Background: an optimization exercise with open tools, aiming at small area. Do not read the settings as production practice.
The RTL was checked by simulation tests, not by an equivalence proof against the original design.

==> flow/design.v (excerpt) <==
module dct_1d_row (
    input  logic         clk,
    input  logic         rst_n,
    input  logic [127:0] x_n_in,
    output logic [175:0] x_k_out
);
==> flow/config.mk <==
export PLATFORM = sky130hd
export DESIGN_NAME = dct_1d_row
export DESIGN_NICKNAME = dct_1d_row
export VERILOG_FILES = /design/flow/design.v
export SDC_FILE = /design/flow/constraint.sdc
export NUM_CORES = 4
export LEC_CHECK = 0
export CAP_MARGIN = 20
export CORE_MARGIN = 2
export CORE_UTILIZATION = 65
export GPL_TIMING_DRIVEN = 0
export SETUP_SLACK_MARGIN = 0.1
export SLEW_MARGIN = 20
export SYNTH_HIERARCHICAL = 1
==> flow/constraint.sdc <==
create_clock -name core_clock -period 12.0 [get_ports {clk}]
set_input_delay 2.4000 -clock core_clock [delete_from_list [all_inputs] [get_ports {clk}]]
set_output_delay 2.4000 -clock core_clock [all_outputs]
set_load 0.01 [all_outputs]
standard.sh (not shown) runs the stock make flow with config.mk's settings and CLKGATE_MAP_FILE= SYNTH_SCRIPT=/design/flow/synth_recipe.tcl, a recipe that flattens the netlist after the stock synthesis.
==> flow/flow/run.sh <==
#!/bin/bash
# Standard layout with each port buffered by the smallest buffer cell, and clock tree
# synthesis with larger sink clusters and no dummy loads. Full tool output goes to
# standard.log in the work folder.
set -e
export BUFFER_PORTS_ARGS="-buffer_cell sky130_fd_sc_hd__buf_1"
export CTS_ARGS="-sink_clustering_enable -repair_clock_nets -dont_use_dummy_load -buf_list sky130_fd_sc_hd__clkbuf_16 -sink_clustering_size 30 -sink_clustering_max_diameter 80"
bash standard.sh > standard.log 2>&1
Edit:
==> flow/flow/run.sh (replaced) <==
#!/bin/bash
# Standard layout with each port buffered by the smallest buffer cell, and clock tree
# synthesis with larger sink clusters and no dummy loads. Full tool output goes to
# standard.log in the work folder.
set -e
export BUFFER_PORTS_ARGS="-buffer_cell sky130_fd_sc_hd__buf_1"
export CTS_ARGS="-sink_clustering_enable -repair_clock_nets -dont_use_dummy_load -buf_list sky130_fd_sc_hd__clkbuf_16 -sink_clustering_size 25 -sink_clustering_max_diameter 100"
bash standard.sh > standard.log 2>&1
- CORE_UTILIZATION: 65 -> 55
After rerunning: The new run completed without violations. Design area goes up by 0.47%. Maximum frequency goes down by 1.5%. First-iteration DRC count goes up by 2.1%. Global-route usage goes down by 6.8 points. Die area goes up by about 18%. Core utilization goes down by 10 points.
Edit:
- CORE_UTILIZATION: 55 -> 65
Outcome:
- The changed run went through all stages and came out clean
- die area fell by 15%
- register-to-register slack is better by 95 ps
- count of clock-buffer cells in the layout stays the same
- core utilization rose by 10 points
- maximum frequency rose by 0.82%
- cell count fell by 4.3%
- area after synthesis is unchanged
- sequential share of layout area barely changes
- clock skew rose by 9.2 ps


epsilon:
dct_1d_row, a different RTL version from the one above (not shown whole).
Size: about 2,900 cells after synthesis, about 430 flip-flops, about 310 I/O pins.
==> flow/config.mk <==
export PLATFORM = sky130hd
export DESIGN_NAME = dct_1d_row
export DESIGN_NICKNAME = dct_1d_row
export VERILOG_FILES = /design/flow/design.v
export SDC_FILE = /design/flow/constraint.sdc
export NUM_CORES = 4
export LEC_CHECK = 0
export CAP_MARGIN = 20
export CORE_MARGIN = 2
export CORE_UTILIZATION = 55
export GPL_TIMING_DRIVEN = 0
export SLEW_MARGIN = 20
export SYNTH_HIERARCHICAL = 1
==> flow/constraint.sdc <==
create_clock -name core_clock -period 12.0 [get_ports {clk}]
set_input_delay 2.4000 -clock core_clock [delete_from_list [all_inputs] [get_ports {clk}]]
set_output_delay 2.4000 -clock core_clock [all_outputs]
set_load 0.01 [all_outputs]
==> flow/flow/run.sh <==
#!/bin/bash
# Standard layout with each port buffered by the smallest buffer cell, and clock tree
# synthesis with larger sink clusters and no dummy loads. Full tool output goes to
# standard.log in the work folder.
set -e
export BUFFER_PORTS_ARGS="-buffer_cell sky130_fd_sc_hd__buf_1"
export CTS_ARGS="-sink_clustering_enable -repair_clock_nets -dont_use_dummy_load -buf_list sky130_fd_sc_hd__clkbuf_16 -sink_clustering_size 25 -sink_clustering_max_diameter 100"
bash standard.sh > standard.log 2>&1
### epsilon -> beta
==> flow/flow/run.sh <==
#!/bin/bash
# Standard layout with each port buffered by the smallest buffer cell, and clock tree
# synthesis with smaller sink clusters, two buffer sizes and no dummy loads. Full tool
# output goes to standard.log in the work folder.
set -e
export BUFFER_PORTS_ARGS="-buffer_cell sky130_fd_sc_hd__buf_1"
export CTS_ARGS='-sink_clustering_enable -repair_clock_nets -dont_use_dummy_load -buf_list {sky130_fd_sc_hd__clkbuf_8 sky130_fd_sc_hd__clkbuf_16} -sink_clustering_size 20 -sink_clustering_max_diameter 60'
bash standard.sh > standard.log 2>&1
## What came out
Cell area after layout (beta over epsilon): increase, 350 um^2
Non-clock buffer count (beta over epsilon): increase, 3
Per the comparison of beta with epsilon, global routing usage on met3 went up 0.68 points; initial antenna violation count went down 2; cell depth of the worst hold path held; minimum period implied by the final worst setup slack went up 0.019 ns.
beta vs. epsilon: standard cell area after detailed placement essentially unchanged.
[beta] clock-cell share of area rose 0.66 points relative to epsilon


Another version of the RTL of dct_1d_row (not shown whole).
Size in the first run: roughly 310 I/O pins.
==> flow/config.mk <==
export PLATFORM = sky130hd
export DESIGN_NAME = dct_1d_row
export DESIGN_NICKNAME = dct_1d_row
export VERILOG_FILES = /design/flow/design.v
export SDC_FILE = /design/flow/constraint.sdc
export NUM_CORES = 4
export LEC_CHECK = 0
export CAP_MARGIN = 20
export CORE_MARGIN = 2
export CORE_UTILIZATION = 55
export GPL_TIMING_DRIVEN = 0
export SETUP_SLACK_MARGIN = 0.1
export SLEW_MARGIN = 20
export SYNTH_HIERARCHICAL = 1
==> flow/constraint.sdc <==
create_clock -name core_clock -period 12.0 [get_ports {clk}]
set_input_delay 2.4000 -clock core_clock [delete_from_list [all_inputs] [get_ports {clk}]]
set_output_delay 2.4000 -clock core_clock [all_outputs]
set_load 0.01 [all_outputs]
==> flow/flow/run.sh <==
#!/bin/bash
# Standard layout with each port buffered by the smallest buffer cell, and clock tree
# synthesis with larger sink clusters and no dummy loads. Full tool output goes to
# standard.log in the work folder.
set -e
export BUFFER_PORTS_ARGS="-buffer_cell sky130_fd_sc_hd__buf_1"
export CTS_ARGS="-sink_clustering_enable -repair_clock_nets -dont_use_dummy_load -buf_list sky130_fd_sc_hd__clkbuf_16 -sink_clustering_size 25 -sink_clustering_max_diameter 100"
bash standard.sh > standard.log 2>&1
The baseline finished with timing, DRC and antenna clean.
Next try:
--- a/flow/config.mk
+++ b/flow/config.mk
@@ -10,5 +10,4 @@
 export CORE_UTILIZATION = 55
 export GPL_TIMING_DRIVEN = 0
-export SETUP_SLACK_MARGIN = 0.1
 export SLEW_MARGIN = 20
 export SYNTH_HIERARCHICAL = 1
Outcome: Fmax falls by 0.67%. Final area is about the same. Utilization barely changes.

## re-timing with driven ports
In the flow no input, the clock included, has a driving cell. The finished layouts below were timed again as built, in two steps. Step 1 (the two cells are an assumption about what drives the block):
set clk [get_ports {clk}]
set_driving_cell -lib_cell sky130_fd_sc_hd__clkbuf_16 $clk
set_driving_cell -lib_cell sky130_fd_sc_hd__buf_2 [delete_from_list [all_inputs] $clk]
Step 2 moves the port delays by t, midway between the first and last clock arrival at a register: inputs arrive t later, outputs are due t later. That takes back most of the time a late clock gives input paths. a / b / c = ideal / step 1 / step 2; a / b = the first two.
| run | t, ns | setup WS [ns] | hold WS [ns] | worst slew at a driven data input, ns |
|---|---|---|---|---|
| the first run of note 1 | 0.659 | 0.438 / 0.438 / 0.438 | 0.447 / 0.447 / 0.447 | 0.06 |
| the second run of note 1 | 0.661 | 0.259 / 0.259 / 0.259 | 0.384 / 0.384 / 0.384 | 0.04 |
| the third run of note 1 | 0.665 | 0.355 / 0.355 / 0.355 | 0.410 / 0.410 / 0.410 | 0.04 |
| epsilon | 0.674 | 0.168 / 0.168 / 0.168 | 0.357 / 0.357 / 0.357 | 0.08 |
| beta | 0.652 | 0.149 / 0.149 / 0.149 | 0.353 / 0.353 / 0.353 | 0.08 |
| the first run of note 3 | 0.673 | 0.261 / 0.261 / 0.261 | 0.380 / 0.380 / 0.380 | 0.06 |
| the second run of note 3 | 0.669 | 0.182 / 0.182 / 0.182 | 0.379 / 0.379 / 0.379 | 0.06 |
After both steps every run listed still meets setup and hold.
